This is an optimization exercise on Yosys and OpenROAD, whose aim is small area, not a production implementation.
Function was checked by simulation only, so behaviour that the tests miss may differ from the original.
No activity file was given, so power comes from the tool's default toggle rates.

## build 26
// stage_scoreboard
module stage_scoreboard #(
    parameter int NUM_CH   = 8,
    parameter int WIDTH    = 64,
    parameter int DEPTH    = 4,
    parameter int HLT_SKEW = 16,
    parameter int TIMEOUT  = 3000
) (
    input  logic                    clk,
    input  logic                    rst_n,
    input  logic [NUM_CH-1:0]       dut_valid,
    input  logic [NUM_CH*WIDTH-1:0] dut_data,
    input  logic [NUM_CH-1:0]       ref_valid,
    input  logic [NUM_CH*WIDTH-1:0] ref_data,
    input  logic                    dut_hlt,
    input  logic                    ref_hlt,
    output logic [NUM_CH-1:0]       mismatch,
    output logic [15:0]             err_count,
    output logic                    first_err_valid,
    output logic [3:0]              first_err_ch,
    output logic [WIDTH-1:0]        first_err_dut,
    output logic [WIDTH-1:0]        first_err_ref,
    output logic [NUM_CH-1:0]       overflow,
    output logic                    hlt_mismatch,
    output logic                    done,
    output logic                    timeout
);
    localparam int AW = $clog2(DEPTH);
    localparam int CW = AW + 1;
    localparam int TW = $clog2(TIMEOUT + 1);
    localparam int SW = $clog2(HLT_SKEW + 1);
    logic [WIDTH-1:0]  mem      [NUM_CH][DEPTH];
    logic [AW-1:0]     rp       [NUM_CH];
    logic [CW-1:0]     lcnt     [NUM_CH];    
    logic [NUM_CH-1:0] side;                 
    logic [NUM_CH-1:0] pend;                 
    logic [NUM_CH-1:0] pdiff;                
    logic [AW-1:0]     rp_nx    [NUM_CH];
    logic [AW-1:0]     wp       [NUM_CH];
    logic [CW-1:0]     lcnt_nx  [NUM_CH];
    logic [WIDTH-1:0]  wdata    [NUM_CH];
    logic [WIDTH-1:0]  pl       [NUM_CH];    
    logic [WIDTH-1:0]  pg       [NUM_CH];    
    logic [WIDTH-1:0]  px       [NUM_CH];    
    logic [DEPTH:0]    hsel     [NUM_CH];
    logic [NUM_CH-1:0] below;
  ...
Settings: LEC_CHECK=0, CAP_MARGIN=20, CORE_MARGIN=2, CORE_UTILIZATION=60, SLEW_MARGIN=25, SYNTH_HIERARCHICAL=1; clock period 8.0 ns.
standard.sh (not shown) runs the stock make flow with config.mk's settings and CLKGATE_MAP_FILE= SYNTH_SCRIPT=/design/flow/synth_recipe.tcl, a recipe that flattens the netlist after the stock synthesis.
==> flow/flow/run.sh <==
#!/bin/bash
# Own layout flow: the standard flow (standard.sh, unchanged synthesis,
# floorplan, power grid and tap cells), with two changes to how the layout
# is made:
#  - every input and output port still gets a buffer, but a buf_1 instead of
#    the default clkdlybuf4s50_1 delay cell;
#  - clock tree synthesis inserts no dummy loads and clusters up to 26
#    flip-flops (within 90 um) under each leaf buffer.
# make's full output goes to flow.log in the folder this runs in; the ORFS
# tools' own logs stay under orfs/logs/.
set -euo pipefail
bash standard.sh \
    "BUFFER_PORTS_ARGS=-buffer_cell sky130_fd_sc_hd__buf_1" \
    "CTS_ARGS=-sink_clustering_enable -repair_clock_nets -dont_use_dummy_load -sink_clustering_size 26 -sink_clustering_max_diameter 90" \
    finish > flow.log 2>&1
For build 74, these inputs were changed with respect to build 26:
Settings: a change of SLEW_MARGIN from 25 to 30; a change of CORE_UTILIZATION from 60 to 55.
--- outcome ---
Measured against each other, build 74 and build 26 differ in clock-pin slew of the registers on the worst-case setup and hold paths, the lower figure coming from build 74.
In terms of fraction of power consumed by combinational cells, build 74 and build 26 differ only marginally.
Build 26 → build 74: sequential power was more or less identical, worst setup slack now sits higher.
The fraction of cell area in non-clock buffers of build 74 and that of build 26 are within noise of each other.
Going from build 26 to build 74, the power was found to have gone up by 0.62%.
Looking at summed area of non-filler cells in the final layout, build 74 sits above build 26.
Compared to build 26, the router laid down more metal wire for build 74.
Build 26 fits on a die that is smaller than the die of build 74.
What build 58 does differently from build 74 at the input level:
Settings: SLEW_MARGIN now 15, was 30; CAP_MARGIN now 10, was 20.
[summary]
Number of non-clock inverters in the layout of build 58 is on par with build 74. Build 74 completed end to end with timing, DRC and antenna clean. Build 58 finished all stages; layout check result: FAIL, due to capacitance limit, slew limit. Build 74 -> build 58: area of the mapped netlist delta 0, exact match. [compare] base=build 74 new=build 58: wire length fell 2.6 mm; area growth from synthesis to layout shows a reduction of 0.74 points; total global-route track usage decreased 0.18 points; total met3 wirelength after detailed routing now sits lower; sequential share of layout area rose 0.37 points.
Edits applied to the flow inputs when going from build 58 to build 87:
Settings: swapping 15 for 30 in SLEW_MARGIN; swapping 10 for 20 in CAP_MARGIN; swapping 55 for 60 in CORE_UTILIZATION.
Results
Build 87: flow completed, timing, DRC and antenna clean. On share of total power consumed by net switching: build 87 sits below build 58. Build 58 -> build 87: number of nets in the layout flat. Relative to build 58, the die area of build 87 is lower by 17,000 um^2. The post-route cell area was comparable across build 58 and build 87.

-- re-timing with driven ports --
In the flow no input, the clock included, has a driving cell. The finished layouts below were timed again as built, in two steps. Step 1, drivers: a clkbuf_16 drives clk and a buf_2 each remaining input, both assumed. Step 2 times the ports against the registers' clock, not the clock port: input delays grow and output delays shrink by t, the midpoint of the rising clock arrivals with the driver on. Three values: no drivers, after step 1, after step 2; two values: the first two.
| run | shift t [ns] | slack for setup (ns) | hold WS [ns] | worst register clock-pin slew, ns | pins driven straight from the clock port |
|---|---|---|---|---|---|
| build 26 | 0.933 | 0.312 / 0.312 / -0.130 | 0.463 / 0.463 / 0.463 | 0.11 / 0.11 | 1 |
| build 74 | 0.928 | 0.551 / 0.551 / -0.008 | 0.469 / 0.469 / 0.469 | 0.12 / 0.12 | 1 |
| build 58 | 0.932 | 0.322 / 0.322 / -0.306 | 0.463 / 0.463 / 0.463 | 0.11 / 0.11 | 1 |
| build 87 | 0.915 | 0.329 / 0.329 / -0.128 | 0.477 / 0.477 / 0.477 | 0.11 / 0.11 | 1 |
For build 58, which loses most, drivers alone change the setup slack by 0.000 ns; drivers and shift together by -0.628 ns.
